This design comes from an exercise in tuning for small area on the open sky130 flow, not from production work. In this exercise RTL edits were held to simulation tests only and were not proved equivalent to the original. Power figures rest on the tool's default switching activity, not on a simulated workload.

--- flow/run.sh ---
#!/bin/bash
# Standard ORFS layout, with three changes: an area-oriented ABC mapping script for the
# combinational logic (flip-flop mapping is untouched), buf_1 as the port buffer, and
# clock tree synthesis arguments from flow/cts_args.txt (small clock buffers, no dummy loads).
set -euo pipefail
work=$PWD
cp -r "$FLOW_HOME/scripts" "$work/myscripts"
cp "$work/flow/abc_area.script" "$work/myscripts/abc_area.script"
export BUFFER_PORTS_ARGS="-buffer_cell sky130_fd_sc_hd__buf_1"
export CTS_ARGS="$(cat "$work/flow/cts_args.txt")"
bash standard.sh SCRIPTS_DIR="$work/myscripts" ABC_AREA=1 finish > "$work/standard.log" 2>&1
--- flow/abc_area.script ---
strash
&get -n
&fraig -x
&put
dc2
strash
&get -n
&dch -f
&nf -R 1000
&put
--- flow/cts_args.txt ---
-sink_clustering_enable -repair_clock_nets -sink_clustering_size 12 -sink_clustering_max_diameter 80 -buf_list {sky130_fd_sc_hd__clkbuf_4 sky130_fd_sc_hd__clkbuf_8} -dont_use_dummy_load
--- standard.sh ---
#!/bin/bash
# synth_recipe.tcl (not shown) runs the flow's synth.tcl, then flattens the netlist and writes it again
# the make line also repeats each setting of config.mk as NAME=value (left out here)
make -C /OpenROAD-flow-scripts/flow DESIGN_CONFIG=/design/flow/config.mk WORK_HOME=/design/flow/orfs CLKGATE_MAP_FILE= SYNTH_SCRIPT=/design/flow/synth_recipe.tcl "${@:-finish}"
--- config.mk ---
export PLATFORM = sky130hd
export DESIGN_NAME = usb_bridge_top
export DESIGN_NICKNAME = usb_bridge_top
export VERILOG_FILES = /design/flow/design.v
export SDC_FILE = /design/flow/constraint.sdc
export NUM_CORES = 4
export LEC_CHECK = 0
export ABC_AREA = 1
export CAP_MARGIN = 20
export CORE_MARGIN = 2
export CORE_UTILIZATION = 40
export SLEW_MARGIN = 20
--- constraint.sdc ---
create_clock -name core_clock -period 10.0 [get_ports {PHY_CLKOUT}]
set_input_delay 2.0000 -clock core_clock [delete_from_list [all_inputs] [get_ports {PHY_CLKOUT}]]
set_output_delay 2.0000 -clock core_clock [all_outputs]
set_load 0.01 [all_outputs]
--- design.v ---
`timescale 1ns/1ps
`default_nettype none
module byte_fifo #(
  parameter int FIFO_DEPTH = 16
) (
  input  logic                               PHY_CLKOUT,
  input  logic                               RESET_IN,
  input  logic                               push_i,       
  input  logic [7:0]                         push_data_i,
  input  logic                               pop_i,        
  output logic [7:0]                         pop_data_o,
  output logic                               full_o,
  output logic                               empty_o,
  output logic [$clog2(FIFO_DEPTH + 1)-1:0]  lvl_o,
  output logic [8*FIFO_DEPTH-1:0]            mem_o         
);
  localparam int AW   = (FIFO_DEPTH > 1) ? $clog2(FIFO_DEPTH) : 1;
  localparam int QW   = $clog2(FIFO_DEPTH + 1);
  localparam bit POW2 = ((1 << AW) == FIFO_DEPTH) && (QW == AW + 1);
  logic [7:0] mem [FIFO_DEPTH];
  if (POW2) begin : g_empty_pow2
    assign empty_o = lvl_o[QW-1];
  end else begin : g_empty_any
    assign empty_o = &lvl_o;
  end
  assign full_o     = (lvl_o == QW'(FIFO_DEPTH - 1));
  assign pop_data_o = mem[lvl_o[AW-1:0]];
  for (genvar i = 0; i < FIFO_DEPTH; i++) begin : g_mem_o
    assign mem_o[8*i +: 8] = mem[i];
  end
  always_ff @(posedge PHY_CLKOUT) begin
    if (push_i) begin
      mem[0] <= push_data_i;
      for (int i = 1; i < FIFO_DEPTH; i++) mem[i] <= mem[i-1];
    end
  end
  always_ff @(posedge PHY_CLKOUT) begin
    if (RESET_IN) begin
      lvl_o <= '1;
    end else if (push_i & ~pop_i) begin
      lvl_o <= lvl_o + 1'b1;
    end else if (pop_i & ~push_i) begin
      lvl_o <= lvl_o - 1'b1;
    end
  end
endmodule
`default_nettype wire
`timescale 1ns/1ps
`default_nettype none
module uart_channel #(
  parameter int CLKS_PER_BIT = 520,
  parameter int FIFO_DEPTH   = 16
) (
  input  logic         PHY_CLKOUT,
  input  logic         RESET_IN,
  input  logic         port_rx_valid,               
  input  logic [7:0]   port_rx_data,
  output logic         port_full,                   
  output logic         port_up_empty,               
  output logic [$clog2(FIFO_DEPTH + 1)-1:0] port_up_lvl,  
  input  logic         port_tx_pop,                 
  output logic [8*FIFO_DEPTH-1:0] port_up_mem,      
  output logic         uart_txd_o,
  input  logic         uart_rxd_i
);
  localparam int QW = $clog2(FIFO_DEPTH + 1);
  localparam bit USE_LFSR = (CLKS_PER_BIT == 520);
  localparam int TW       = USE_LFSR ? 10 : $clog2(CLKS_PER_BIT);
  localparam logic [TW-1:0] LD_BIT  = USE_LFSR ? TW'(10'h24e) : TW'(CLKS_PER_BIT - 1);
  localparam logic [TW-1:0] LD_HALF = USE_LFSR ? TW'(10'h1bc) : TW'(CLKS_PER_BIT / 2 - 1);
  if (USE_LFSR) begin : g_lfsr
    assign tx_tmr_step = {tx_tmr[8:0], tx_tmr[9] ^ tx_tmr[6]};
    assign rx_tmr_step = {rx_tmr[8:0], rx_tmr[9] ^ rx_tmr[6]};
    assign tx_tmr_end  = &tx_tmr;
    assign rx_tmr_end  = &rx_tmr;
  end else begin : g_count
    assign tx_tmr_step = tx_tmr - 1'b1;
    assign rx_tmr_step = rx_tmr - 1'b1;
    assign tx_tmr_end  = (tx_tmr == '0);
    assign rx_tmr_end  = (rx_tmr == '0);
  end
  logic         down_empty;
  logic         down_pop;
  logic [7:0]   down_data;
  logic [QW-1:0] down_lvl;
  logic         tx_busy;
  logic [9:0]   tx_shift;                           
  logic [TW-1:0] tx_tmr;
  logic [TW-1:0] tx_tmr_step;
  logic          tx_tmr_end;
  logic         tx_tick;
  byte_fifo #(.FIFO_DEPTH(FIFO_DEPTH)) down_fifo_inst (
    .PHY_CLKOUT  (PHY_CLKOUT),
    .RESET_IN    (RESET_IN),
    .push_i      (port_rx_valid & ~port_full),
    .push_data_i (port_rx_data),
    .pop_i       (down_pop),
    .pop_data_o  (down_data),
    .full_o      (port_full),
    .empty_o     (down_empty),
    .lvl_o       (down_lvl),
    .mem_o       ()
  );
  assign down_pop   = ~tx_busy & ~down_empty;
  assign tx_tick    = tx_busy & tx_tmr_end;
  assign uart_txd_o = tx_shift[0];
  always_ff @(posedge PHY_CLKOUT) begin
    tx_tmr <= (down_pop | tx_tick) ? LD_BIT : tx_tmr_step;
  end
  always_ff @(posedge PHY_CLKOUT) begin
    if (RESET_IN) begin
      tx_busy     <= 1'b0;
      tx_shift[0] <= 1'b1;
    end else if (down_pop) begin
      tx_busy     <= 1'b1;
      tx_shift[0] <= 1'b0;
    end else if (tx_tick) begin
      if (tx_shift[9:1] == '0) begin
        tx_busy   <= 1'b0;                          
      end else begin
        tx_shift[0] <= tx_shift[1];
      end
    end
  end
  always_ff @(posedge PHY_CLKOUT) begin
    if (down_pop) begin
      tx_shift[9:1] <= {1'b1, down_data};
    end else if (tx_tick) begin
      tx_shift[9:1] <= {1'b0, tx_shift[9:2]};
    end
  end
  logic         rxd_meta;
  logic         rxd_sync;
  logic         rx_active;
  logic         rx_start;                           
  logic         rx_done;                            
  logic [TW-1:0] rx_tmr;
  logic [TW-1:0] rx_tmr_step;
  logic          rx_tmr_end;
  logic         rx_tick;
  logic [8:0]   rx_shift;                           
  logic         up_full;
  always_ff @(posedge PHY_CLKOUT) begin
    if (RESET_IN) begin
      rxd_meta <= 1'b1;
      rxd_sync <= 1'b1;
    end else begin
      rxd_meta <= uart_rxd_i;
      rxd_sync <= rxd_meta;
    end
  end
  assign rx_tick = rx_active & rx_tmr_end;
  always_ff @(posedge PHY_CLKOUT) begin
    if (!rx_active) rx_tmr <= LD_HALF;
    else if (rx_tick) rx_tmr <= LD_BIT;
    else rx_tmr <= rx_tmr_step;
  end
  always_ff @(posedge PHY_CLKOUT) begin
    if (RESET_IN) begin
      rx_active <= 1'b0;
      rx_done   <= 1'b0;
    end else begin
      rx_done <= 1'b0;
      if (!rx_active) begin
        if (!rxd_sync) rx_active <= 1'b1;
      end else if (rx_tick) begin
        if (rx_start ? rxd_sync : rx_shift[0]) begin
          rx_active <= 1'b0;                        
          rx_done   <= ~rx_start & rxd_sync;        
        end
      end
    end
  end
  always_ff @(posedge PHY_CLKOUT) begin
    if (!rx_active) begin
      rx_start <= 1'b1;
    end else if (rx_tick) begin
      rx_start <= 1'b0;
    end
  end
  always_ff @(posedge PHY_CLKOUT) begin
    if (rx_active & rx_tick & rx_start) begin
      rx_shift <= 9'h100;
    end else if (rx_active & rx_tick & ~rx_shift[0]) begin
      rx_shift <= {rxd_sync, rx_shift[8:1]};        
    end
  end
  byte_fifo #(.FIFO_DEPTH(FIFO_DEPTH)) up_fifo_inst (
    .PHY_CLKOUT  (PHY_CLKOUT),
    .RESET_IN    (RESET_IN),
    .push_i      (rx_done & ~up_full),              
    .push_data_i (rx_shift[8:1]),
    .pop_i       (port_tx_pop),
    .pop_data_o  (),
    .full_o      (up_full),
    .empty_o     (port_up_empty),
    .lvl_o       (port_up_lvl),
    .mem_o       (port_up_mem)
  );
endmodule
`default_nettype wire
`timescale 1ns/1ps
`default_nettype none
module gpio_endpoint (
  input  logic                 PHY_CLKOUT,
  input  logic                 RESET_IN,
  input  logic                 byte_valid_i,
  input  logic [7:0]           byte_data_i,
  input  logic                 byte_last_i,
  output logic [9:0]           parallel_o
);
  logic [7:0] prev_byte;                            
  always_ff @(posedge PHY_CLKOUT) begin
    if (RESET_IN) begin
      prev_byte  <= '0;
      parallel_o <= '0;
    end else if (byte_valid_i) begin
      if (byte_last_i) begin
        parallel_o <= {byte_data_i[1:0], prev_byte};
        prev_byte  <= '0;                           
      end else begin
        prev_byte <= byte_data_i;
      end
    end
  end
endmodule
`default_nettype wire
`timescale 1ns/1ps
`default_nettype none
module usb_ep_arbiter #(
  parameter int MAX_PKT_BYTES = 8,
  parameter int FIFO_DEPTH    = 16,
  parameter int CNT_W         = 5                   
) (
  input  logic                 PHY_CLKOUT,
  input  logic                 RESET_IN,
  input  logic                 usb_rx_valid_i,
  input  logic [7:0]           usb_rx_data_i,
  input  logic [3:0]           usb_rx_endpt_i,
  input  logic                 usb_rx_last_i,
  output logic                 usb_rx_ready_o,
  output logic                 usb_tx_valid_o,
  output logic [7:0]           usb_tx_data_o,
  output logic [3:0]           usb_tx_endpt_o,
  output logic                 usb_tx_last_o,
  input  logic                 usb_tx_pop_i,
  output logic [2:0]           uart_rx_valid_o,
  output logic [7:0]           uart_rx_data_o,
  input  logic [2:0]           uart_full_i,
  input  logic [2:0]           uart_up_empty_i,
  input  logic [3*CNT_W-1:0]   uart_up_lvl_i,       
  output logic [2:0]           uart_tx_pop_o,
  input  logic [3*8*FIFO_DEPTH-1:0] uart_up_mem_i,  
  output logic                 gpio_valid_o,
  output logic [7:0]           gpio_data_o,
  output logic                 gpio_last_o
);
  localparam int LW = (MAX_PKT_BYTES > 1) ? $clog2(MAX_PKT_BYTES) : 1;  
  localparam int AW = (FIFO_DEPTH > 1) ? $clog2(FIFO_DEPTH) : 1;
  localparam int MAX_LVL = (MAX_PKT_BYTES - 1 < FIFO_DEPTH - 1) ? MAX_PKT_BYTES - 1 : FIFO_DEPTH - 1;
  logic [2:0]       uart_hit;
  logic             tx_active;
  logic [1:0]       grant_idx;                      
  logic [1:0]       rr_ptr;
  logic [LW-1:0]    remaining;                      
  logic             pick_found;
  logic [1:0]       pick_idx;
  logic [CNT_W-1:0] pick_lvl;
  logic [LW-1:0]    pick_len;
  assign uart_rx_data_o = usb_rx_data_i;
  for (genvar g = 0; g < 3; g++) begin : g_port
    assign uart_hit[g]        = (usb_rx_endpt_i == 4'(5 + g));
    assign uart_rx_valid_o[g] = usb_rx_valid_i & uart_hit[g];
    assign uart_tx_pop_o[g]   = usb_tx_pop_i & tx_active & (grant_idx == 2'(g));
  end
  assign usb_rx_ready_o = ~|(uart_hit & uart_full_i);
  assign gpio_valid_o = usb_rx_valid_i & (usb_rx_endpt_i == 4'h8);
  assign gpio_data_o  = usb_rx_data_i;
  assign gpio_last_o  = usb_rx_last_i;
  assign rr_ptr = (grant_idx == 2'd2) ? 2'd0 : grant_idx + 1'b1;
  always_comb begin
    logic [2:0] has;
    has = ~uart_up_empty_i;
    pick_found = |has;
    case (rr_ptr)
      2'd1:    pick_idx = has[1] ? 2'd1 : has[2] ? 2'd2 : 2'd0;
      2'd2:    pick_idx = has[2] ? 2'd2 : has[0] ? 2'd0 : 2'd1;
      default: pick_idx = has[0] ? 2'd0 : has[1] ? 2'd1 : 2'd2;
    endcase
    case (pick_idx)
      2'd1:    pick_lvl = uart_up_lvl_i[CNT_W +: CNT_W];
      2'd2:    pick_lvl = uart_up_lvl_i[2*CNT_W +: CNT_W];
      default: pick_lvl = uart_up_lvl_i[0 +: CNT_W];
    endcase
    pick_len = (pick_lvl >= CNT_W'(MAX_LVL)) ? LW'(MAX_LVL) : LW'(pick_lvl);
  end
  always_ff @(posedge PHY_CLKOUT) begin
    if (RESET_IN) begin
      tx_active <= 1'b0;
      grant_idx <= 2'd2;
    end else if (!tx_active) begin
      if (pick_found) begin
        tx_active <= 1'b1;
        grant_idx <= pick_idx;
      end
    end else if (usb_tx_pop_i) begin
      if (remaining == '0) begin
        tx_active <= 1'b0;                          
      end
    end
  end
  always_ff @(posedge PHY_CLKOUT) begin
    if (!tx_active) begin
      remaining <= pick_len;                        
    end else if (usb_tx_pop_i) begin
      remaining <= remaining - 1'b1;
    end
  end
  assign usb_tx_valid_o = tx_active;
  always_comb begin
    usb_tx_data_o = '0;
    for (int k = 0; k < 3; k++)
      for (int i = 0; i < FIFO_DEPTH; i++)
        if (grant_idx == 2'(k) && uart_up_lvl_i[k*CNT_W +: AW] == AW'(i))
          usb_tx_data_o = usb_tx_data_o | uart_up_mem_i[(k*FIFO_DEPTH + i)*8 +: 8];
  end
  assign usb_tx_endpt_o = {2'b01, grant_idx != 2'd0, grant_idx != 2'd1};
  assign usb_tx_last_o  = (remaining == '0);
endmodule
`default_nettype wire
`timescale 1ns/1ps
`default_nettype none
module usb_bridge_top #(
  parameter int CLKS_PER_BIT  = 520,                
  parameter int FIFO_DEPTH    = 16,
  parameter int MAX_PKT_BYTES = 8
) (
  input  logic                                PHY_CLKOUT,
  input  logic                                RESET_IN,
  input  logic                                usb_rx_valid_i,
  input  logic [7:0]                          usb_rx_data_i,
  input  logic [3:0]                          usb_rx_endpt_i,
  input  logic                                usb_rx_last_i,
  output logic                                usb_rx_ready_o,
  output logic                                usb_tx_valid_o,
  output logic [7:0]                          usb_tx_data_o,
  output logic [3:0]                          usb_tx_endpt_o,
  output logic                                usb_tx_last_o,
  input  logic                                usb_tx_pop_i,
  output logic [2:0]                          usb_uart_txd_o,
  input  logic [2:0]                          usb_uart_rxd_i,
  output logic [9:0]                          usb_parallel_o
);
  localparam int NUM_UART = 3;
  localparam int CNT_W    = $clog2(FIFO_DEPTH + 1);
  logic                 gpio_valid;
  logic [7:0]           gpio_data;
  logic                 gpio_last;
  logic [NUM_UART-1:0]       port_rx_valid;
  logic [7:0]                port_rx_data;
  logic [NUM_UART-1:0]       port_full;
  logic [NUM_UART-1:0]       port_up_empty;
  logic [NUM_UART*CNT_W-1:0] port_up_lvl;
  logic [NUM_UART-1:0]       port_tx_pop;
  logic [NUM_UART*8*FIFO_DEPTH-1:0] port_up_mem;
  usb_ep_arbiter #(
    .MAX_PKT_BYTES (MAX_PKT_BYTES),
    .FIFO_DEPTH    (FIFO_DEPTH),
    .CNT_W         (CNT_W)
  ) usb_ep_arbiter_inst (
    .PHY_CLKOUT      (PHY_CLKOUT),
    .RESET_IN        (RESET_IN),
    .usb_rx_valid_i  (usb_rx_valid_i),
    .usb_rx_data_i   (usb_rx_data_i),
    .usb_rx_endpt_i  (usb_rx_endpt_i),
    .usb_rx_last_i   (usb_rx_last_i),
    .usb_rx_ready_o  (usb_rx_ready_o),
    .usb_tx_valid_o  (usb_tx_valid_o),
    .usb_tx_data_o   (usb_tx_data_o),
    .usb_tx_endpt_o  (usb_tx_endpt_o),
    .usb_tx_last_o   (usb_tx_last_o),
    .usb_tx_pop_i    (usb_tx_pop_i),
    .uart_rx_valid_o (port_rx_valid),
    .uart_rx_data_o  (port_rx_data),
    .uart_full_i     (port_full),
    .uart_up_empty_i (port_up_empty),
    .uart_up_lvl_i   (port_up_lvl),
    .uart_tx_pop_o   (port_tx_pop),
    .uart_up_mem_i   (port_up_mem),
    .gpio_valid_o    (gpio_valid),
    .gpio_data_o     (gpio_data),
    .gpio_last_o     (gpio_last)
  );
  gpio_endpoint gpio_endpoint_inst (
    .PHY_CLKOUT   (PHY_CLKOUT),
    .RESET_IN     (RESET_IN),
    .byte_valid_i (gpio_valid),
    .byte_data_i  (gpio_data),
    .byte_last_i  (gpio_last),
    .parallel_o   (usb_parallel_o)
  );
  for (genvar g = 0; g < NUM_UART; g++) begin : g_uart
    uart_channel #(
      .CLKS_PER_BIT (CLKS_PER_BIT),
      .FIFO_DEPTH   (FIFO_DEPTH)
    ) uart_channel_inst (
      .PHY_CLKOUT    (PHY_CLKOUT),
      .RESET_IN      (RESET_IN),
      .port_rx_valid (port_rx_valid[g]),
      .port_rx_data  (port_rx_data),
      .port_full     (port_full[g]),
      .port_up_empty (port_up_empty[g]),
      .port_up_lvl   (port_up_lvl[g*CNT_W +: CNT_W]),
      .port_tx_pop   (port_tx_pop[g]),
      .port_up_mem   (port_up_mem[g*8*FIFO_DEPTH +: 8*FIFO_DEPTH]),
      .uart_txd_o    (usb_uart_txd_o[g]),
      .uart_rxd_i    (usb_uart_rxd_i[g])
    );
  end
endmodule
`default_nettype wire
==> run summary, run 1 <==
* Status: complete, no violations
* Unique masters post-synth at between 40 and 50
* Max H-tree Level at 3
* Final hold violation count at 0
* Worst Path Required at 8000 ps
* Cell Chain, Critical Path: nor2b_1, clkinv_1, or3_1, nor2_1, a221o_1, a221oi_1, nand4_1, nor3_1, nand4_1, buf_1
* Crit path top cell by count: nand4_1
* Mapped Nets at about 2200
* Chip width at between 200 and 300 um
* Worst path top cell family by delay: simple AND/OR/NAND/NOR gates
* Syn avg cell area at 16.2 um2
* Routability cong. at 0.857
* RSZ-0062 raised after global routing: false
* # Post-CTS Setup Buffers at 0
* Main synth FF type: edfxtp_1
* Synth top area cells: edfxtp_1 69%, dfxtp_1 9.4%, a222oi_1 4.3%
* Worst Path Max Fanout at 8
* Max VDD drop at approximately 0.092 mV
* First-pass DRT Iterations at 7
* First-pass GRT wire length at about 130 mm
* Top cell type by total area after synthesis: edfxtp_1
* Post-DP Area at between 0.03 and 0.04 mm2
* Sink Count at approximately 960
* Core footprint at approximately 0.085 mm2
* Most numerous cell in the Yosys netlist: edfxtp_1
* Clock Latency Late Sink at 720 ps
* Dpl hpwl at about 54 mm
* Fmax at ~170 MHz
* Die Ht at about 300 um
* Setup_tns at 0 ps
* WL/cell at around 25 um
* Worst slew pin tran at ~1200 ps
* Number of synthesized register bits at 957
* Register area share after synthesis at 78.4%
* Post-synth top cells: 795 x edfxtp_1, 182 x nor2_1, 162 x dfxtp_1
* Clock slew at reported path FFs at 80 ps
* Final setup vio count at 0
* Critical Path AT at 3970 ps
* Post-cts resize count at 0
* Initial antenna violation count at 4
* Max cap viols at 0
* Clock Tree Buf Depth at 3
* CTS Hold Bufs at 0
* CP max stage cell: nor2_1
* M1 wire length at between 30 and 40 mm
* Share of cells above drive strength 1 at approximately 7.0%
* IO Port Bufs at between 40 and 50
* CP Capture Type: output port
* Final Instance Area at 0.0379 mm2
* Clock buffer count from CTS at 90
* Synth Instances at ~2100
* TritonCTS clock tree: built
* Clock Skew at ~120 ps
* Die area at around 0.089 mm2
* Metal2 WL at 38.7 mm
* DRT iter0 DRCs at 3421
* Fillers at ~7600
* Grt total ovfl at 0
* Post-route antenna net violation count at 0
* IO Pins at 48
* Async SR Flop Fraction at 0%
* Top-area cell type share of the netlist area at just under 70%
* Routed length on met3 at 8.77 mm
* Rows at 107
* Gr usage total at a little under a fifth
* Critical Path Source Type: flop
* Synth Cell Area at 0.0346 mm2
* Pwr/cell area at 173 mW/mm2
* Final worst-path cycle share at between 50% and 60%
* Yosys synthesis warning count at 5
* Crit path buf inv count at 2
* Pins over their slew limit at 0
* Kind of critical path: flop to output port
* Total number of vias at ~21000
* CTS root buf: clkbuf_8
* Slew headroom at between 10% and 20%
* Final WL at between 80 and 90 mm
* Drt via density at slightly above 6
* Highest routed layer: met5
* Initial Util at between 40% and 50%
* Largest net degree at the start of global routing at just under 100
* Delay of the slowest critical-path stage at slightly above 900 ps
* Minimum clock period at 5970 ps
* DRC violations left at 0
* Number of synthesized flops with an enable pin at just under 800
* Hold WC Path Type: flop to flop
* Leakage power at 12.0 nW
* Vias in the first global route at roughly 20000
* Area Overhead vs Synth at 9.47%
* Final #Nets at between 2000 and 2500
[final timing paths]
path                                                       start          endpoint  slack, ps  depth (start not counted)
worst max-delay path            usb_ep_arbiter_inst.grant_idx[0]  usb_tx_data_o[3]       4030                         10
worst max register to register                              flop              flop       6280                         12
worst min register to register                              flop              flop        360                          0
worst min-delay path                                        flop              flop        360                          0
[power breakdown]
group	switching, mW	total (mW)	internal (mW)
clock network	1.22	2.03	0.801
logic	0.0737	0.131	0.0576
registers	0.0532	4.40	4.35
[layout make-up]
class / count / area (um2) / area share, %
flip-flops and latches: 957 / 27100 / 71.6
multi-input cells: 1136 / 7460 / 19.7
diodes: 2 / 5.00 / 0.0132
repair buffers: 84 / 487 / 1.28
well taps: 1144 / 1430 / 3.78
inverters: 39 / 146 / 0.386
clock buffers: 90 / 1240 / 3.27
[cells in the final DEF (no fill, tap or decap), types with 22 or more instances in the layout]
cell      netlist  final
dfxtp_1       162    162
ha_1           28     28
a21oi_1       106    106
and2_0         22     22
a222oi_1      147    147
a221oi_1       44     44
buf_1           0     44
nand2b_1       35     35
nand4_1        52     52
clkinv_1       39     39
nor2_1        182    173
edfxtp_1      795    795
nand2_1       123    123
o21ai_0        48     48
nand3_1        39     39
buf_4           5     35
clkbuf_8        0     90
nor3_1         44     26
a22oi_1        89     89
[registers in the layout (all words and copies together), names as in the netlist, 8 cells and up]
name and flops:
g_uart.uart_channel_inst.down_fifo_inst.lvl_o 15, g_uart.uart_channel_inst.up_fifo_inst.mem 384, gpio_endpoint_inst.prev_byte 8, g_uart.uart_channel_inst.up_fifo_inst.lvl_o 15, gpio_endpoint_inst.parallel_o 10, g_uart.uart_channel_inst.rx_tmr 30, g_uart.uart_channel_inst.rx_shift 27, g_uart.uart_channel_inst.tx_shift 30
g_uart.uart_channel_inst.tx_tmr 30, g_uart.uart_channel_inst.down_fifo_inst.mem 384
[kinds of logic after synthesis]
family	count (synthesis)	share of synthesized area, %
other cells	2	0.0217
mux	7	0.213
fa+ha+maj	34	1.36
simple gates	569	7.87
compound gates	513	11.4
buf+inv	44	0.531
flops	957	78.4
xor+xnor	11	0.278
[worst reg2reg max path, stage by stage, from the launching register on]
cell and delay [ps]:
dfxtp_1 450, nand2_1 250, nor3_1 170, nor3_4 200, buf_4 790, ha_1 360
clkinv_1 180, fa_1 460, a21o_1 190, a21oi_1 160, o21ai_0 120, a21oi_1 140
o21ai_0 100
[stage by stage]
stage	hold slack (ps)	instances	worst slack [ps]	total power, mW	utilization, %
after global routing	387	3452	3810	6.79	44.4
after floorplan	391	2137	72.5	4.57	-
after CTS	357	3449	4070	6.63	44.3
after global placement	414	3359	4650	4.61	42.8
final	364	3452	4030	6.56	44.4
after detailed placement	411	3359	4560	4.63	42.8
[layer usage]
metal | vias to the layer above | GRT usage, %
li1 | 9060 | -
met1 | 10489 | 26.3
met2 | 1153 | 28.8
met3 | 165 | 4.48
met4 | 2 | 6.35
met5 | - | 0
==> run 2: changes to the inputs <==
==> flow/run.sh (replaced) <==
#!/bin/bash
# Standard ORFS layout (standard.sh), with these changes:
#  - synthesis: no adder extraction (ADDER_MAP_FILE empty) and an area-oriented ABC
#    script (flow/abc_area.script) for the combinational logic; flip-flop mapping,
#    flattening and renaming are the standard ones, so the registers are the same;
#  - port buffers are buf_1;
#  - clock tree synthesis arguments from flow/cts_args.txt (small clock buffers,
#    no dummy loads).
# Each tool's output stays in orfs/logs/; make's own output goes to standard.log.
set -euo pipefail
work=$PWD
cp -r "$FLOW_HOME/scripts" "$work/myscripts"
cp "$work/flow/abc_area.script" "$work/myscripts/abc_area.script"
export BUFFER_PORTS_ARGS="-buffer_cell sky130_fd_sc_hd__buf_1"
export CTS_ARGS="$(cat "$work/flow/cts_args.txt")"
bash standard.sh SCRIPTS_DIR="$work/myscripts" ABC_AREA=1 ADDER_MAP_FILE= finish > "$work/standard.log" 2>&1
==> flow/abc_area.script (replaced) <==
strash
&get -n
&fraig -x
&put
dc2
strash
&get -n
&dch -f
&nf -R 1000
&put
strash
&get -n
&dch -f
&nf -R 1000
&put
==> flow/cts_args.txt (replaced) <==
-sink_clustering_enable -repair_clock_nets -sink_clustering_size 10 -sink_clustering_max_diameter 50 -buf_list {sky130_fd_sc_hd__clkbuf_4} -dont_use_dummy_load
==> run summary, run 2 <==
* Post-synth top cells: 795 x edfxtp_1, 183 x nor2_1, 162 x dfxtp_1
* Top cell type by total area after synthesis: edfxtp_1
* TritonCTS clock tree: built
* IO Pins at 48
* Pins over their slew limit at 0
* Gr usage total at between 10% and 20%
* First-pass DRT Iterations at 7
* Register area share after synthesis at between 70 and 80%
* Kind of critical path: flop to output port
* Worst path top cell family by delay: simple AND/OR/NAND/NOR gates
* Placed instance count at approximately 3300
* Pwr/cell area at roughly 170 mW/mm2
* Final hold violation count at 0
* Worst Setup SP: usb_ep_arbiter_inst.grant_idx[1]
* Crit path buf inv count at 3
* Grt total ovfl at 0
* Post-cts resize count at 0
* Most frequent cells in the layout: 795 x edfxtp_1, 180 x nor2_1, 162 x dfxtp_1, 158 x a222oi_1, 135 x nand2_1
* Rows at 107
* WL/cell at ~25 um
* Clock Tree Buf Depth at 3
* Core footprint at around 0.085 mm2
* Initial Util at 40.3%
* First-pass GRT wire length at 127 mm
* CTS root buf: clkbuf_4
* Initial antenna violation count at 3
* Sink Count at around 960
* Post-route antenna net violation count at 0
* Max cap viols at 0
* Mapped Nets at around 2100
* # Post-CTS Setup Buffers at 0
* Critical Path AT at approximately 4000 ps
* Worst Path Required at 8000 ps
* Critical Path Source Type: flop
* Clock Skew at ~160 ps
* DRC violations left at 0
* Total number of vias at 20724
* Delay of the slowest critical-path stage at between 800 and 900 ps
* Status: complete, no violations
* Unique masters post-synth at 45
* Max H-tree Level at 3
* Worst R2R Setup Slack at around 6600 ps
* Routability cong. at ~0.86
* Minimum clock period at about 6000 ps
* Drt via density at 6.01
* IO Port Bufs at 45
* Largest net degree at the start of global routing at approximately 100
* Final #Nets at approximately 2300
* CP Capture Type: output port
* Async SR Flop Fraction at 0%
* Crit path top cell by count: nand4_1
* Fillers at around 7500
* Die Ht at just under 300 um
* Chip width at between 200 and 300 um
* Fmax at between 150 and 200 MHz
* Synth Instances at between 2000 and 2500
* Most numerous cell in the Yosys netlist: edfxtp_1
* Hold WC Path Type: flop to flop
* Clock Latency Late Sink at around 970 ps
* Die area at 0.0878 mm2
* RSZ-0062 raised after global routing: false
* Setup_tns at 0 ps
* Leading cell type in the layout, fill and taps excluded: edfxtp_1
* Yosys synthesis warning count at 5
* Worst Path Max Fanout at 8
* Final worst-path cycle share at about three fifths
* Leakage power at around 11 nW
* Synth top area cells: edfxtp_1 70%, dfxtp_1 9.5%, a222oi_1 4.6%
* CP max stage cell: nor4_1
* Clock buffer count from CTS at about 110
* Top-area cell type share of the netlist area at a little over two thirds
* Biggest regs: g_uart.uart_channel_inst.down_fifo_inst.mem: 384 flops, g_uart.uart_channel_inst.up_fifo_inst.mem: 384 flops
* Clock slew at reported path FFs at between 100 and 150 ps
* Worst Hold Launch: g_uart[2].uart_channel_inst.up_fifo_inst.mem[9][0]
* Util after Layout at between 40% and 50%
* Share of cells above drive strength 1 at between 7 and 8%
* Worst slew pin tran at 1170 ps
* Dpl hpwl at about 54 mm
* Max VDD drop at between 0.1 and 0.15 mV
* Vias in the first global route at a little over 20000
* Final setup vio count at 0
* Finished Layout Cells at roughly 3400
* DRT iter0 DRCs at about 3400
* Number of synthesized register bits at approximately 960
* Area Overhead vs Synth at 8.22%
* Number of synthesized flops with an enable pin at around 800
* Slew headroom at between 20 and 25%
* CTS Hold Bufs at 0
* Main synth FF type: edfxtp_1
* Final WL at around 85 mm
* Cell Chain, Critical Path: clkinv_1, nor2_1, nand3_1, nor3_1, buf_4, a222oi_1, nand4_1, nor4_1, nand4_1, buf_1
* Syn avg cell area at ~16 um2
* Synth Cell Area at 0.0342 mm2
==> run 2: metrics by stage <==
stage                     area [um2]  total power, mW  worst slack [ps]  hold WS (ps)
after floorplan                34200             4.59               426           391
after global placement         36100             4.65              5010           397
after detailed placement       36100             4.66              4990           398
after CTS                      37000             6.33              3960           342
after global routing           37000             6.50              3810           353
final                          37000             6.27              4000           338
==> run 2: worst paths after layout <==
path | to | depth (start not counted)
worst max-delay path | usb_tx_data_o[0] | 10
worst min-delay path | flop | 0
worst max register to register | flop | 11
worst min register to register | flop | 0
==> run 2: report_power, final <==
| part | switching, mW | internal, mW |
|---|---|---|
| Clock | 1.19 | 0.507 |
| Sequential | 0.0591 | 4.36 |
| Combinational | 0.0904 | 0.0640 |
| Total | 1.34 | 4.93 |
==> run 2: area by class of cell <==
type	instances	area (um2)	area share, %
tap	1144	1430	3.87
antenna	4	10.0	0.0271
clock buffer	111	833	2.25
multi-input combinational	1110	6970	18.8
timing repair buffer	86	488	1.32
sequential	957	27100	73.3
inverter	34	138	0.372
==> run 2: cells by family after synthesis <==
group,synth area share [%]
buf+inv,0.483
xor+xnor,0.410
compound gates,11.3
other cells,0.0220
flops,79.3
simple gates,8.25
mux,0.220
==> run 2: layer usage <==
layer  GRT usage [%]  routed length, um  vias up
met2            29.2              38200     1162
met5               0                 11        -
met1            26.9              34700    10340
met3            4.65               9130      177
li1                -                  -     9043
met4            6.92               2660        2
==> run 2: worst register-to-register path, cell delays in order (launching register included) <==
cell and delay (ps):
dfxtp_1 600, nand2_1 250, o31ai_1 610, inv_4 460, nand2_1 320, xor2_1 230
nand2_1 100, nand2_1 90, a21oi_1 40, or3_1 390, a21oi_1 130, o21ai_0 100
==> run 3: changes to the inputs <==
==> flow/cts_args.txt (replaced) <==
-sink_clustering_enable -repair_clock_nets -sink_clustering_size 16 -sink_clustering_max_diameter 80 -buf_list {sky130_fd_sc_hd__clkbuf_4 sky130_fd_sc_hd__clkbuf_8} -dont_use_dummy_load
--- a/config.mk
+++ b/config.mk
@@ -10,3 +10,5 @@
 export CORE_MARGIN = 2
 export CORE_UTILIZATION = 40
+export GPL_ROUTABILITY_DRIVEN = 0
+export GPL_TIMING_DRIVEN = 0
 export SLEW_MARGIN = 20
==> run summary, run 3 <==
* Top cell type by total area after synthesis: edfxtp_1
* IO Port Bufs at between 40 and 50
* Dpl hpwl at 53.6 mm
* Die Ht at between 200 and 300 um
* Switching share of power at between 20% and 30%
* Number of synthesized register bits at ~960
* Flop pwr share at just under 70%
* Synth Instances at approximately 2100
* IO Pins at between 40 and 50
* # Post-CTS Setup Buffers at 0
* Most frequent cells in the layout: 795 x edfxtp_1, 173 x nor2_1, 162 x dfxtp_1, 158 x a222oi_1, 135 x nand2_1
* Final Instance Area at approximately 0.038 mm2
* Pwr/cell area at about 170 mW/mm2
* Drt via density at around 6.0
* Final #Nets at between 2000 and 2500
* WL/cell at 24.3 um
* Top-area cell type share of the netlist area at approximately 70%
* Gr usage total at between 10% and 20%
* Core footprint at roughly 0.085 mm2
* RSZ-0062 raised after global routing: false
* Register area share after synthesis at between 70% and 80%
* Die area at ~0.088 mm2
* Max VDD drop at 0.107 mV
* Max H-tree Level at 3
* Biggest regs: g_uart.uart_channel_inst.down_fifo_inst.mem: 384 flops, g_uart.uart_channel_inst.up_fifo_inst.mem: 384 flops
* Combinational share of power at approximately 2.5%
* Highest routed layer: met5
* Routed length on met3 at between 8 and 9 mm
* Setup_tns at 0 ps
* Clock Latency Late Sink at a little under 700 ps
* Total number of vias at between 20000 and 25000
* Post-DP Area at 0.0365 mm2
* Worst slew pin tran at 1150 ps
* Final hold violation count at 0
* Final WL at 82.7 mm
* Worst Path Max Fanout at 8
* Critical Path Source Type: flop
* Slew headroom at a little under a quarter
* Pins over their slew limit at 0
* Initial antenna violation count at 2
* Mapped Nets at around 2100
* Kind of critical path: flop to output port
* Fillers at between 7000 and 8000
* Final worst setup slack at 3890 ps
* CTS root buf: clkbuf_8
* Clock buffer count from CTS at 71
* Minimum clock period at between 6000 and 7000 ps
* Yosys synthesis warning count at 5
* Fmax at around 160 MHz
* Max cap viols at 0
* DRC violations left at 0
* Main synth FF type: edfxtp_1
* Most numerous cell in the Yosys netlist: edfxtp_1
* Post-route antenna net violation count at 0
* Critical Path AT at approximately 4100 ps
* Async SR Flop Fraction at 0%
* Largest net degree at the start of global routing at between 80 and 90
* Status: complete, no violations
* Clock Power Share at roughly 28%
* Post-synth top cells: 795 x edfxtp_1, 183 x nor2_1, 162 x dfxtp_1
* M1 wire length at ~35 mm
* Synth top area cells: edfxtp_1 70%, dfxtp_1 9.5%, a222oi_1 4.6%
* Syn avg cell area at about 16 um2
* Vias in the first global route at slightly below 20000
* Hold WC Path Type: flop to flop
* Grt total ovfl at 0
* TritonCTS clock tree: built
* Clock Skew at approximately 120 ps
* Final worst-path cycle share at between 60% and 70%
* Number of synthesized flops with an enable pin at a little under 800
* Switching pwr at roughly 1.3 mW
* Post-cts resize count at 0
* Initial Util at 40.3%
* Leading cell type in the layout, fill and taps excluded: edfxtp_1
* CTS Hold Bufs at 0
* DRT iter0 DRCs at 3340
* First-pass DRT Iterations at 7
* Leakage power at between 10 and 15 nW
* Metal2 WL at 37.5 mm
* Unique masters post-synth at between 40 and 50
* Chip width at just under 300 um
* Worst Path Required at about 8000 ps
* Total Power at between 6 and 7 mW
* Clock slew at reported path FFs at 100 ps
* Pint at roughly 5.1 mW
* Final setup vio count at 0
* First-pass GRT wire length at around 120 mm
* Share of cells above drive strength 1 at between 6 and 7%
* Synth Cell Area at 0.0342 mm2
* Sink Count at approximately 960
* Clock Tree Buf Depth at 3
* Rows at around 110
* Pre-CTS WS at between 4000 and 5000 ps
* Area Overhead vs Synth at 9.80%
* CP Capture Type: output port
## run 3: cell counts after synthesis
No cell type changed its count.
## run 3: power by group through the flow
stage	sequential [mW]	combinational, mW	clock, mW
floorplan	4.49	0.107	0
global placement	4.50	0.145	0
detailed placement	4.50	0.162	0
CTS	4.41	0.163	1.87
global route	4.43	0.179	1.99
finish	4.42	0.162	1.81
## run 3: per-layer routing
layer / up-vias / global-route usage, %
met4: 2 / 5.68
li1: 8948 / -
met2: 1060 / 28.2
met1: 10271 / 26.8
met5: - / 0
met3: 148 / 3.99
## run 3: final timing paths
path                                               from                                     to  slack [ps]  depth (start not counted)
hold / removal    g_uart[1].uart_channel_inst.rx_tmr[4]  g_uart[1].uart_channel_inst.rx_tmr[5]         370                          2
hold reg to reg   g_uart[1].uart_channel_inst.rx_tmr[4]  g_uart[1].uart_channel_inst.rx_tmr[5]         370                          2
setup / recovery       usb_ep_arbiter_inst.grant_idx[1]                       usb_tx_data_o[2]        3890                          9
setup reg to reg                                   flop                                   flop        6120                         11
## run 3: cell type report
class	instances	area, um2	area share [%]
inverters	34	148	0.393
flip-flops and latches	957	27100	72.3
plain buffers	5	37.5	0.100
diodes	1	2.50	0.00667
clock buffers	71	977	2.60
multi-input cells	1110	7050	18.8
repair buffers	81	763	2.03
well taps	1144	1430	3.81
## run 3: critical path, stage by stage (launching register included)
cell and delay, ps:
dfxtp_1 340, nor2_1 400, clkinv_1 300, or3_1 450, nor2_1 890, a22o_1 330
a221oi_1 70, and4_1 310, nand4_1 130, buf_1 170
## run 3: per-stage QoR
stage,util (%),std cells,hold slack [ps]
2_1_floorplan,-,2106,391
3_3_place_gp,42.2,3295,394
3_5_place_dp,43.0,3329,399
4_1_cts,44.2,3400,373
5_1_grt,44.2,3403,380
6_report,44.2,3403,374
## run 3: cells by family (layout without fill, tap and decap cells)
family,after synthesis,after routing,synth area share [%]
simple gates,587,587,8.25
flops,957,957,79.3
other cells,2,3,0.0220
xor+xnor,16,16,0.410
compound gates,498,498,11.3
mux,7,7,0.220
buf+inv,39,191,0.483
==> run 4: changes to the inputs <==
--- a/config.mk
+++ b/config.mk
@@ -10,5 +10,3 @@
 export CORE_MARGIN = 2
 export CORE_UTILIZATION = 40
-export GPL_ROUTABILITY_DRIVEN = 0
-export GPL_TIMING_DRIVEN = 0
 export SLEW_MARGIN = 20
==> run summary, run 4 <==
* Final setup vio count at 0
* Final #Nets at around 2300
* Max H-tree Level at 3
* WL/cell at 24.8 um
* CTS Hold Bufs at 0
* CTS root buf: clkbuf_8
* Mapped Nets at 2126
* Rows at ~110
* Clock Tree Buf Depth at 3
* Post-synth top cells: 795 x edfxtp_1, 183 x nor2_1, 162 x dfxtp_1
* Final worst-path cycle share at 57.7%
* Final hold violation count at 0
* Clock Skew at 91.5 ps
* Leakage power at about 11 nW
* Pwr/cell area at 172 mW/mm2
* Slew headroom at between 20% and 30%
* Chip width at between 200 and 300 um
* First-pass GRT wire length at roughly 130 mm
* Fmax at around 170 MHz
* Number of synthesized register bits at between 900 and 1000
* Fillers at between 7000 and 8000
* Max cap viols at 0
* Post-cts resize count at 0
* IO Port Bufs at 45
* Top-area cell type share of the netlist area at between 60% and 70%
* Leading cell type in the layout, fill and taps excluded: edfxtp_1
* Clock slew at reported path FFs at ~100 ps
* Biggest regs: g_uart.uart_channel_inst.down_fifo_inst.mem: 384 flops, g_uart.uart_channel_inst.up_fifo_inst.mem: 384 flops
* Hold WC Path Type: flop to flop
* Most numerous cell in the Yosys netlist: edfxtp_1
* Sink Count at 957
* Critical Path Source Type: flop
* Pins over their slew limit at 0
* Synth Cell Area at around 0.034 mm2
* Synth top area cells: edfxtp_1 70%, dfxtp_1 9.5%, a222oi_1 4.6%
* Share of cells above drive strength 1 at between 5 and 6%
* Minimum clock period at about 5800 ps
* Most frequent cells in the layout: 795 x edfxtp_1, 180 x nor2_1, 162 x dfxtp_1, 158 x a222oi_1, 135 x nand2_1
* Placed instance count at between 3000 and 4000
* Drt via density at between 6 and 7
* Dpl hpwl at ~54 mm
* Clock buffer count from CTS at ~70
* Number of synthesized flops with an enable pin at 795
* Max VDD drop at between 0.1 and 0.15 mV
* Die area at between 0.08 and 0.09 mm2
* RSZ-0062 raised after global routing: false
* Vias in the first global route at around 20000
* Gr usage total at a little under a fifth
* Post-route antenna net violation count at 0
* Kind of critical path: flop to output port
* TritonCTS clock tree: built
* Unique masters post-synth at between 40 and 50
* First-pass DRT Iterations at 7
* # Post-CTS Setup Buffers at 0
* Finished Layout Cells at between 3000 and 4000
* CP Capture Type: output port
* DRT iter0 DRCs at 3298
* Worst slew pin tran at ~1200 ps
* Register area share after synthesis at between 70 and 80%
* Grt total ovfl at 0
* Setup_tns at 0 ps
* Worst Path Max Fanout at 10
* Clock Latency Late Sink at 710 ps
* IO Pins at 48
* Yosys synthesis warning count at 5
* Die Ht at between 200 and 300 um
* Status: complete, no violations
* Critical Path AT at approximately 3800 ps
* Initial antenna violation count at 2
* Synth Instances at between 2000 and 2500
* Final WL at ~84 mm
* Routability cong. at about 0.86
* DRC violations left at 0
* Largest net degree at the start of global routing at between 100 and 150
* Worst Path Required at about 8000 ps
* Total number of vias at around 20000
* Syn avg cell area at 16.2 um2
* Main synth FF type: edfxtp_1
* Top cell type by total area after synthesis: edfxtp_1
* Async SR Flop Fraction at 0%
* Initial Util at between 40% and 50%
* Area Overhead vs Synth at 8.61%
* Core footprint at 0.0849 mm2
[run 4: cell count changes in the layout (fill, tap and decap cells not counted), moves of 3 or more]
cell,delta
buf_4,+20
nor2_1,+7
buf_16,-13
nor4_2,-3
inv_4,+4
nor2_2,-7
nor4_1,+3
clkinv_4,-4
nor3_2,-9
nor3_1,+9
buf_6,-4
[run 4: through the flow]
stage	hold slack [ps]	total power [mW]	worst slack (ps)	util [%]	area, um2
after floorplan	391	4.59	426	-	34200
after global placement	397	4.65	5010	42.5	36100
after detailed placement	398	4.66	4990	42.6	36100
after CTS	397	6.45	4230	43.7	37100
after global routing	416	6.60	4080	43.7	37100
final	392	6.39	4230	43.7	37100
[run 4: worst paths after layout]
path         slack [ps]                                   from  depth (start not counted)                                    end
max                4230                                   flop                          8                       usb_tx_data_o[0]
min                 390  g_uart[0].uart_channel_inst.tx_tmr[2]                          1  g_uart[0].uart_channel_inst.tx_tmr[3]
max reg2reg        6580                                   flop                         11                                   flop
min reg2reg         390  g_uart[0].uart_channel_inst.tx_tmr[2]                          1  g_uart[0].uart_channel_inst.tx_tmr[3]
[run 4: cell families after synthesis]
kind of cell / Yosys count / synth area share [%]
buf+inv: 39 / 0.483
compound gates: 498 / 11.3
xor+xnor: 16 / 0.410
other cells: 2 / 0.0220
flops: 957 / 79.3
simple gates: 587 / 8.25
mux: 7 / 0.220
[run 4: critical path, stage by stage (launching register included)]
cell      delay (ps)
dfxtp_1          530
nor2_1           130
nand2_1          160
nor2_1           210
a222oi_1         700
nand4_1          160
nor4_1           860
nand4_1          180
buf_1            180
[run 4: layout make-up]
class / count / area, um2 / share of cell area, %
Inverter: 34 / 138 / 0.371
Tap cell: 1144 / 1430 / 3.86
Timing Repair Buffer: 85 / 480 / 1.29
Antenna cell: 2 / 5.00 / 0.0135
Sequential cell: 957 / 27100 / 73.1
Clock buffer: 71 / 977 / 2.63
Multi-Input combinational cell: 1110 / 6970 / 18.8
[run 4: layer usage]
layer  GRT usage, %  vias to the layer above  wire length (um)
li1               -                     8920                 -
met1           27.0                    10386             35200
met2           29.0                     1069             38400
met3           4.30                      151              8380
met4           6.61                        2              2400
met5              0                        -                11
[run 4: report_power, final]
part | internal, mW | switching, mW | leakage [nW] | total, mW
sequential | 4.36 | 0.0585 | 8.50 | 4.42
combinational | 0.0640 | 0.0904 | 2.37 | 0.154
clock | 0.640 | 1.18 | 0.510 | 1.82
total | 5.06 | 1.33 | 11.4 | 6.39
==> run 5: changes to the inputs <==
--- a/design.v
+++ b/design.v
@@ -159,7 +159,5 @@
     if (RESET_IN) begin
       rx_active <= 1'b0;
-      rx_done   <= 1'b0;
     end else begin
-      rx_done <= 1'b0;
       if (!rx_active) begin
         if (!rxd_sync) rx_active <= 1'b1;
@@ -167,9 +165,9 @@
         if (rx_start ? rxd_sync : rx_shift[0]) begin
           rx_active <= 1'b0;                        
-          rx_done   <= ~rx_start & rxd_sync;        
         end
       end
     end
   end
+  assign rx_done = ~rx_active & rx_shift[0];
   always_ff @(posedge PHY_CLKOUT) begin
     if (!rx_active) begin
@@ -181,7 +179,14 @@
   always_ff @(posedge PHY_CLKOUT) begin
     if (rx_active & rx_tick & rx_start) begin
-      rx_shift <= 9'h100;
+      rx_shift[8:1] <= 8'h80;
     end else if (rx_active & rx_tick & ~rx_shift[0]) begin
-      rx_shift <= {rxd_sync, rx_shift[8:1]};        
+      rx_shift[8:1] <= {rxd_sync, rx_shift[8:2]};   
+    end
+  end
+  always_ff @(posedge PHY_CLKOUT) begin
+    if (RESET_IN | ~rx_active) begin
+      rx_shift[0] <= 1'b0;
+    end else if (rx_tick) begin
+      rx_shift[0] <= rx_start ? 1'b0 : rx_shift[0] ? rxd_sync : rx_shift[1];
     end
   end
--- a/flow/abc_area.script
+++ b/flow/abc_area.script
@@ -14,2 +14,17 @@
 &nf -R 1000
 &put
+strash
+&get -n
+&dch -f
+&nf -R 1000
+&put
+strash
+&get -n
+&dch -f
+&nf -R 1000
+&put
+strash
+&get -n
+&dch -f
+&nf -R 1000
+&put
--- a/config.mk
+++ b/config.mk
@@ -9,4 +9,5 @@
 export CAP_MARGIN = 20
 export CORE_MARGIN = 2
-export CORE_UTILIZATION = 40
+export CORE_UTILIZATION = 55
+export PLACE_DENSITY = 0.7
 export SLEW_MARGIN = 20
==> run summary, run 5 <==
* Status: complete, no violations
* Number of synthesized flops with an enable pin at roughly 800
* Hold WC Path Type: flop to flop
* Syn avg cell area at 16.3 um2
* Rows at roughly 90
* Minimum clock period at 5740 ps
* Grt total ovfl at 0
* Total number of vias at between 20000 and 25000
* TritonCTS clock tree: built
* Hold endpoint: g_uart[0].uart_channel_inst.rx_tmr[2]
* Post-synth top cells: 795 x edfxtp_1, 191 x nor2_1, 170 x a222oi_1
* Register area share after synthesis at about four fifths
* Fmax at roughly 170 MHz
* Vias in the first global route at about 20000
* Routability cong. at 0.914
* Finished Layout Cells at between 3000 and 4000
* Critical Path Source Type: flop
* Most frequent cells in the layout: 795 x edfxtp_1, 185 x nor2_1, 170 x a222oi_1, 159 x dfxtp_1, 124 x nand2_1
* Final Instance Area at ~0.036 mm2
* Worst Hold Launch: g_uart[0].uart_channel_inst.rx_tmr[1]
* Post-route antenna net violation count at 0
* Most numerous cell in the Yosys netlist: edfxtp_1
* Largest net degree at the start of global routing at between 100 and 150
* Worst R2R Setup Slack at between 6000 and 7000 ps
* Worst Path Max Fanout at 13
* Final hold violation count at 0
* Number of synthesized register bits at about 950
* # Post-CTS Setup Buffers at 0
* DRT iter0 DRCs at about 3800
* Pre-CTS WS at 4700 ps
* CTS Hold Bufs at 0
* Drt via density at roughly 6.8
* Initial Util at between 50% and 60%
* Placed instance count at just under 3000
* Hold depth at 1
* Worst Path Required at 8000 ps
* Post-DP Area at approximately 0.035 mm2
* Max cap viols at 0
* Total Power at 6.26 mW
* Slew headroom at 16.9%
* Biggest regs: g_uart.uart_channel_inst.down_fifo_inst.mem: 384 flops, g_uart.uart_channel_inst.up_fifo_inst.mem: 384 flops
* Util after Layout at 59.4%
* Final #Nets at roughly 2300
* Clock slew at reported path FFs at approximately 100 ps
* Main synth FF type: edfxtp_1
* Unique masters post-synth at 46
* Yosys synthesis warning count at 5
* Initial antenna violation count at 1
* Setup_tns at 0 ps
* Clock Latency Late Sink at 690 ps
* Pins over their slew limit at 0
* Pwr/cell area at ~170 mW/mm2
* Dpl hpwl at 51.7 mm
* Clock buffer count from CTS at around 70
* Fin Hold WS at 390 ps
* Critical Path AT at between 3000 and 4000 ps
* Final worst-path cycle share at between 50% and 60%
* Final worst setup slack at ~4300 ps
* Synth top area cells: edfxtp_1 70%, dfxtp_1 9.4%, a222oi_1 5.0%
* Mapped Nets at 2100
* Leading cell type in the layout, fill and taps excluded: edfxtp_1
* Share of cells above drive strength 1 at 5.60%
* Leakage power at about 11 nW
* Die area at between 0.06 and 0.07 mm2
* CTS root buf: clkbuf_8
* CP Capture Type: output port
* First-pass GRT wire length at 119 mm
* RSZ-0062 raised after global routing: false
* DRC violations left at 0
* Async SR Flop Fraction at 0%
* Top-area cell type share of the netlist area at between 70% and 80%
* IO Port Bufs at 45
* Kind of critical path: flop to output port
* FF-to-FF path depth at 9
* Max H-tree Level at 3
* Final WL at 80.3 mm
* Clock Skew at between 60 and 70 ps
* Clock Tree Buf Depth at 3
* Max VDD drop at roughly 0.14 mV
* Top cell type by total area after synthesis: edfxtp_1
* Core footprint at between 0.06 and 0.07 mm2
* Synth Cell Area at ~0.034 mm2
* Gr usage total at around 25%
* Sink Count at between 900 and 1000
* Area Overhead vs Synth at 7.34%
* Final setup vio count at 0
* First-pass DRT Iterations at 12
* Chip width at between 200 and 300 um
* Synth Instances at 2080
* Post-cts resize count at 0
* IO Pins at 48
* Worst slew pin tran at between 1000 and 1500 ps
* WL/cell at about 27 um
* Die Ht at about 250 um
[run 5: changes by cell type after synthesis, moves of 8 or more]
cell,before,now
nand4_1,55,45
nand2_1,135,124
nand3_1,40,57
nand3b_1,15,5
a222oi_1,158,170
a21oi_1,106,77
clkinv_1,34,25
nor2_1,183,191
o21ai_0,50,61
a22o_1,24,14
[run 5: cells by family after synthesis]
kind of cell,Yosys count,share of synthesized area [%]
buffers and inverters,30,0.387
other,2,0.0221
AO/OA/AOI/OAI,490,11.3
AND/OR/NAND/NOR,582,8.06
flip-flops,954,79.6
multiplexers,2,0.0589
XOR/XNOR,20,0.516
[run 5: worst max path at each step]
stage	start	cells past startpoint	to	slack, ps
2_1_floorplan	usb_rx_endpt_i[2]	8	flop	310
3_3_place_gp	usb_rx_endpt_i[2]	12	flop	4840
3_5_place_dp	usb_rx_endpt_i[2]	12	flop	4700
4_1_cts	usb_ep_arbiter_inst.grant_idx[0]	14	usb_tx_data_o[7]	4260
5_1_grt	usb_ep_arbiter_inst.grant_idx[0]	14	usb_tx_data_o[7]	4040
6_report	flop	11	usb_tx_data_o[7]	4260
[run 5: critical path, stage by stage (launching register included)]
cell and delay, ps:
dfxtp_1 560, nand2b_1 230, nor2_1 190, a222oi_1 390
nand3_1 130, a221oi_1 650, nand3_1 150, a21oi_1 160
nand4_1 90, a221oi_1 230, nand3_1 120, buf_1 150
[run 5: where the power goes]
group | leakage [nW] | switching (mW) | internal [mW]
clock | 0.496 | 1.14 | 0.623
sequential | 8.47 | 0.0490 | 4.33
combinational | 2.30 | 0.0719 | 0.0517
total | 11.3 | 1.26 | 5.01
[run 5: layout make-up]
type / count / area (um2)
timing repair buffer: 89 / 512
inverter: 25 / 93.8
sequential: 954 / 27100
tap: 790 / 988
clock buffer: 69 / 950
multi-input combinational: 1096 / 6860
antenna: 1 / 2.50
fill: 4471 / 24900
[run 5: metal layers]
metal	track usage, %	vias up	share of wire (%)
met5	0	-	0
met4	9.48	0	3.6
met3	5.84	204	12
met2	37.5	1391	45
met1	35.8	10088	39
li1	-	8847	-
==> run 6: changes to the inputs <==
--- a/config.mk
+++ b/config.mk
@@ -7,7 +7,7 @@
 export LEC_CHECK = 0
 export ABC_AREA = 1
-export CAP_MARGIN = 20
+export CAP_MARGIN = 0
 export CORE_MARGIN = 2
 export CORE_UTILIZATION = 55
 export PLACE_DENSITY = 0.7
-export SLEW_MARGIN = 20
+export SLEW_MARGIN = 0
==> run summary, run 6 <==
* Status: complete, no violations
* Fin Hold WS at a little over 400 ps
* Slew headroom at between 3 and 4%
* Final WL at between 80 and 90 mm
* Number of synthesized flops with an enable pin at just under 800
* TritonCTS clock tree: built
* Cell Chain, Critical Path: clkinv_1, nor2_1, nand2_1, nor2_1, a222oi_1, nand3_1, a221oi_1, nand3_1, nor3_1, nand3_1, buf_1
* Top-area cell type share of the netlist area at between 70% and 80%
* Post-synthesis compound-gate area fraction at between 10% and 20%
* Switching share of power at between 20% and 30%
* Core footprint at a little over 0.06 mm2
* Kind of critical path: flop to output port
* Post-cts resize count at 0
* Mapped Nets at 2100
* Most numerous cell in the Yosys netlist: edfxtp_1
* Post-synth top cells: 795 x edfxtp_1, 191 x nor2_1, 170 x a222oi_1
* Pins over their slew limit at 0
* Switching pwr at 1.26 mW
* Placed instance count at roughly 3000
* Critical Path Source Type: flop
* Multi-input logic area at a little under 0.007 mm2
* Biggest regs: g_uart.uart_channel_inst.down_fifo_inst.mem: 384 flops, g_uart.uart_channel_inst.up_fifo_inst.mem: 384 flops
* Final hold violation count at 0
* Max VDD drop at ~0.12 mV
* CP max stage cell: nor2_1
* Initial Util at between 50% and 60%
* Main synth FF type: edfxtp_1
* Clock Latency Late Sink at 690 ps
* Area Overhead vs Synth at 7.26%
* Dpl hpwl at around 52 mm
* Max cap viols at 0
* IO Port Bufs at 45
* Most frequent cells in the layout: 795 x edfxtp_1, 187 x nor2_1, 170 x a222oi_1, 159 x dfxtp_1, 124 x nand2_1
* Clock Power Share at approximately 28%
* Initial antenna violation count at 1
* IO Pins at 48
* Gr usage total at approximately 25%
* Worst path top cell family by delay: simple AND/OR/NAND/NOR gates
* DRC violations left at 0
* Unique masters post-synth at 46
* Clock buffer count from CTS at 69
* CTS Hold Bufs at 0
* Rows at between 90 and 100
* Largest family of logic cells by synthesized area: compound AO/OA/AOI/OAI gates
* Async SR Flop Fraction at 0%
* Sink Count at between 900 and 1000
* Synth top area cells: edfxtp_1 70%, dfxtp_1 9.4%, a222oi_1 5.0%
* Crit path buf inv count at 2
* Post-synthesis adder-cell area fraction at 0%
* Synth Instances at 2080
* Leakage power at around 11 nW
* Drt via density at 6.79
* # Post-CTS Setup Buffers at 0
* Max H-tree Level at 3
* Grt total ovfl at 0
* Routability cong. at between 0.9 and 1
* Synth Cell Area at 0.0340 mm2
* Worst Path Max Fanout at 8
* CTS root buf: clkbuf_8
* Minimum clock period at around 5800 ps
* Synth Area in Simple Gates at approximately 8.1%
* Mux contribution to synthesized area at less than 1%
* Register area share after synthesis at roughly 80%
* Register area at ~0.027 mm2
* Yosys synthesis warning count at 5
* Fmax at roughly 170 MHz
* Worst Path Required at approximately 8000 ps
* Syn avg cell area at between 15 and 20 um2
* Delay of the slowest critical-path stage at 1030 ps
* Post-synthesis xor/xnor area fraction at less than 1%
* WL/cell at 26.6 um
* Post-route antenna net violation count at 0
* First-pass GRT wire length at approximately 120 mm
* Clock Skew at approximately 72 ps
* Top cell type by total area after synthesis: edfxtp_1
* First-pass DRT Iterations at 10
* Clock Tree Buf Depth at 3
* Finished Layout Cells at about 3000
* Number of synthesized register bits at roughly 950
* Leading cell type in the layout, fill and taps excluded: edfxtp_1
* Largest net degree at the start of global routing at ~100
* Final worst-path cycle share at 58.4%
* Vias in the first global route at approximately 20000
* Critical Path AT at 3840 ps
* DRT iter0 DRCs at approximately 4000
* Hold WC Path Type: flop to flop
* Final setup vio count at 0
* Pwr/cell area at between 150 and 200 mW/mm2
* Fillers at ~4500
* Setup_tns at 0 ps
* Combinational share of power at around 2%
* Die area at around 0.064 mm2
* Total number of vias at roughly 21000
* RSZ-0062 raised after global routing: false
* Pint at approximately 5 mW
* Clock slew at reported path FFs at ~100 ps
* Final #Nets at 2254
* Share of cells above drive strength 1 at between 5 and 6%
* Worst slew pin tran at about 1400 ps
* Die Ht at 253 um
* Crit path top cell by count: nand3_1
* Chip width at roughly 250 um
* CP Capture Type: output port
* Flop pwr share at a little over two thirds
run 6: routing by layer:
metal  part of all wire, %  global-route usage [%]
met2                    45                    37.5
met1                    39                    36.2
met4                   3.7                    9.35
met3                    12                    5.61
met5                     0                       0
run 6: worst register-to-register path: cells and delay by family, from the launching register on:
kind,cells,cell delay (ps)
xor+xnor,1,210
simple gates,6,1170
buf+inv,2,1500
flops,1,390
compound gates,2,300
run 6: final cells by class:
class,count,area share [%]
Multi-Input combinational cell,1096,18.8
Tap cell,790,2.71
Antenna cell,1,0.00687
Timing Repair Buffer,88,1.35
Clock buffer,69,2.61
Inverter,25,0.258
Sequential cell,954,74.3
run 6: kinds of logic (layout without fill, tap and decap cells):
group / after synthesis / after routing
AO/OA/AOI/OAI: 490 / 490
flip-flops: 954 / 954
buffers and inverters: 30 / 182
AND/OR/NAND/NOR: 582 / 582
other: 2 / 3
XOR/XNOR: 20 / 20
multiplexers: 2 / 2
run 6: power groups by stage:
| stage | clock (mW) | sequential [mW] | combinational (mW) |
|---|---|---|---|
| after detailed placement | 0 | 4.47 | 0.124 |
| after CTS | 1.80 | 4.38 | 0.124 |
| after floorplan | 0 | 4.46 | 0.0847 |
| after global routing | 1.93 | 4.39 | 0.135 |
| after global placement | 0 | 4.46 | 0.118 |
| final | 1.77 | 4.38 | 0.123 |
run 6: worst paths after layout:
kind,startpoint,endpoint,slack [ps],depth (start not counted)
max reg2reg,flop,flop,6320,11
min reg2reg,g_uart[0].uart_channel_inst.up_fifo_inst.mem[4][4],g_uart[0].uart_channel_inst.up_fifo_inst.mem[5][4],420,0
max,usb_ep_arbiter_inst.grant_idx[1],usb_tx_data_o[1],4160,11
min,g_uart[0].uart_channel_inst.up_fifo_inst.mem[4][4],g_uart[0].uart_channel_inst.up_fifo_inst.mem[5][4],420,0
run 6: stage by stage:
step                      area [um2]  util, %  setup slack (ps)  power (mW)
after floorplan                34000        -               311        4.54
final                          36400     59.4              4160        6.27
after CTS                      36400     59.4              4270        6.30
after global placement         35500     57.8              4840        4.58
after detailed placement       35500     57.8              4700        4.59
after global routing           36400     59.4              3960        6.46
==> run 7: changes to the inputs <==
==> flow/abc_area.script (replaced) <==
strash
&get -n
&fraig -x
&put
dc2
strash
&get -n
&dch -f
&nf -R 1000
&put
strash
&get -n
&dch -f
&nf -R 1000
&put
--- a/config.mk
+++ b/config.mk
@@ -7,7 +7,6 @@
 export LEC_CHECK = 0
 export ABC_AREA = 1
-export CAP_MARGIN = 0
+export CAP_MARGIN = 20
 export CORE_MARGIN = 2
-export CORE_UTILIZATION = 55
-export PLACE_DENSITY = 0.7
-export SLEW_MARGIN = 0
+export CORE_UTILIZATION = 40
+export SLEW_MARGIN = 20
==> run summary, run 7 <==
* Synth Instances at between 2000 and 2500
* CP Capture Type: output port
* Initial antenna violation count at 1
* Final WL at slightly above 80 mm
* Die area at around 0.088 mm2
* Slew headroom at 20.4%
* Max cap viols at 0
* Drt via density at approximately 6.0
* Final #Nets at 2271
* Yosys synthesis warning count at 5
* Hold WC Path Type: flop to flop
* Switching share of power at 20.5%
* Async SR Flop Fraction at 0%
* Die Ht at slightly below 300 um
* Sink Count at 954
* Core footprint at around 0.085 mm2
* Routability cong. at just over 0.9
* First-pass GRT wire length at around 120 mm
* # Post-CTS Setup Buffers at 0
* FF-to-FF path depth at 9
* Worst Setup SP: usb_ep_arbiter_inst.grant_idx[0]
* Combinational share of power at 2.2%
* Rows at 107
* Clock slew at reported path FFs at roughly 90 ps
* Worst R2R Setup Slack at a little under 7000 ps
* Kind of critical path: flop to output port
* Leading cell type in the layout, fill and taps excluded: edfxtp_1
* Number of synthesized register bits at around 950
* Max H-tree Level at 3
* Minimum clock period at just under 6000 ps
* Total number of vias at around 20000
* Synth Cell Area at roughly 0.034 mm2
* CTS root buf: clkbuf_8
* Flop pwr share at between 60% and 70%
* Critical Path Source Type: flop
* Top cell type by total area after synthesis: edfxtp_1
* Worst Path Max Fanout at 8
* Final hold violation count at 0
* Pins over their slew limit at 0
* Biggest regs: g_uart.uart_channel_inst.down_fifo_inst.mem: 384 flops, g_uart.uart_channel_inst.up_fifo_inst.mem: 384 flops
* CTS Hold Bufs at 0
* Top-area cell type share of the netlist area at 70.0%
* Pint at between 5 and 6 mW
* IO Pins at 48
* Most frequent cells in the layout: 795 x edfxtp_1, 178 x nor2_1, 172 x a222oi_1, 159 x dfxtp_1, 150 x nand2_1
* Gr usage total at a little under a fifth
* Max VDD drop at between 0.1 and 0.15 mV
* Chip width at 296 um
* Mapped Nets at ~2100
* Clock Latency Late Sink at around 700 ps
* Final worst setup slack at slightly above 4000 ps
* Final worst-path cycle share at between 50% and 60%
* Post-cts resize count at 0
* Setup_tns at 0 ps
* Worst setup path endpoint: usb_tx_data_o[7]
* WL/cell at approximately 24 um
* First-pass DRT Iterations at 9
* Switching pwr at between 1 and 1.5 mW
* Largest net degree at the start of global routing at 93
* Status: complete, no violations
* Unique masters post-synth at 50
* Critical Path AT at roughly 3900 ps
* Syn avg cell area at about 16 um2
* Fmax at approximately 170 MHz
* Dpl hpwl at ~54 mm
* Synth top area cells: edfxtp_1 70%, dfxtp_1 9.3%, a222oi_1 5.0%
* Pwr/cell area at 171 mW/mm2
* Clock Skew at roughly 100 ps
* Fillers at about 7500
* Post-route antenna net violation count at 0
* Hold depth at 0
* RSZ-0062 raised after global routing: false
* Register area share after synthesis at 79.3%
* Worst Path Required at about 8000 ps
* Post-synth top cells: 795 x edfxtp_1, 180 x nor2_1, 172 x a222oi_1
* Clock Power Share at between 20% and 30%
* Final setup vio count at 0
* Vias in the first global route at just under 20000
* Pre-CTS WS at around 4700 ps
* DRT iter0 DRCs at 3168
* Initial Util at between 40% and 50%
* Leakage power at 11.3 nW
* Number of synthesized flops with an enable pin at around 800
* Area Overhead vs Synth at 8.53%
* Clock Tree Buf Depth at 3
* DRC violations left at 0
* Grt total ovfl at 0
* Most numerous cell in the Yosys netlist: edfxtp_1
* IO Port Bufs at between 40 and 50
* Clock buffer count from CTS at 70
* TritonCTS clock tree: built
* Share of cells above drive strength 1 at approximately 5.5%
* Main synth FF type: edfxtp_1
* Worst slew pin tran at 1190 ps
[run 7: cell count changes after synthesis, sizes merged, moves of 4 or more]
cell	before	now
nand3b	5	13
and3	3	7
nand4	45	55
nand3	57	33
nor2	191	180
nand2	124	150
a21oi	77	82
and4	0	4
a221oi	60	48
clkinv	25	20
[run 7: power groups by stage]
stage | Clock [mW] | Sequential (mW) | Combinational [mW]
after floorplan | 0 | 4.47 | 0.0951
after global placement | 0 | 4.48 | 0.131
after detailed placement | 0 | 4.48 | 0.138
after CTS | 1.85 | 4.39 | 0.138
after global routing | 1.98 | 4.41 | 0.153
final | 1.80 | 4.39 | 0.137
[run 7: kinds of logic (layout without fill, tap and decap cells)]
logic type,count (synthesis),in the layout,share of synthesized area [%]
buffers and inverters,25,175,0.330
xor gates and xnor gates,18,18,0.462
other,2,3,0.0220
and+or+nand+nor,604,604,8.50
AOI/OAI and AO/OA,491,491,11.2
muxes,4,4,0.117
DFF,954,954,79.3
adders and majority gates,1,1,0.0294
[run 7: how the worst min path moves through the flow]
stage | startpoint | end | slack [ps]
5_1_grt | flop | flop | 400
2_1_floorplan | g_uart[0].uart_channel_inst.rxd_meta | g_uart[0].uart_channel_inst.rxd_sync | 390
4_1_cts | flop | flop | 370
3_5_place_dp | g_uart[2].uart_channel_inst.rxd_meta | g_uart[2].uart_channel_inst.rxd_sync | 400
3_3_place_gp | g_uart[2].uart_channel_inst.rxd_meta | g_uart[2].uart_channel_inst.rxd_sync | 390
6_report | g_uart[0].uart_channel_inst.up_fifo_inst.mem[8][6] | g_uart[0].uart_channel_inst.up_fifo_inst.mem[9][6] | 380
[run 7: per-layer routing]
metal | global-route usage [%] | up-vias | routed length (um)
met4 | 6.16 | 0 | 2590
met3 | 4.07 | 181 | 8210
met5 | 0 | - | 0
met2 | 29.0 | 1096 | 38100
met1 | 25.9 | 10253 | 33900
li1 | - | 8920 | -
[run 7: final cells by class]
type | count | area, um2 | area share [%]
flip-flops and latches | 954 | 27100 | 73.1
multi-input cells | 1120 | 7000 | 18.9
well taps | 1144 | 1430 | 3.87
clock buffers | 70 | 963 | 2.60
repair buffers | 85 | 478 | 1.29
inverters | 20 | 80.1 | 0.216
diodes | 1 | 2.50 | 0.00676
[run 7: worst max-delay path: stages, from the launching register on]
cell       delay, ps
dfxtp_1          380
nor2b_1          420
clkinv_1         340
or3_1            450
nor2_1           640
a22oi_1          210
nand4_1          170
a2111oi_0        100
and3_1           200
nand4_1          110
buf_1            170
[run 7: stage by stage]
| stage | area (um2) | hold WS [ps] | util [%] | power (mW) | std cells |
|---|---|---|---|---|---|
| finish | 37000 | 377 | 43.6 | 6.33 | 3394 |
| global route | 37000 | 396 | 43.6 | 6.54 | 3394 |
| CTS | 37000 | 374 | 43.6 | 6.39 | 3393 |
| global placement | 36000 | 392 | 42.4 | 4.61 | 3323 |
| floorplan | 34100 | 391 | - | 4.56 | 2099 |
| detailed placement | 36000 | 404 | 42.4 | 4.62 | 3323 |

Check on run 7: ideal ports give 4.154 ns setup slack; a clkbuf_16 on the clock port and buf_2 on the inputs give 4.095 ns; moving port delays by the midpoint clock arrival (0.721 ns) as well gives 4.816 ns.
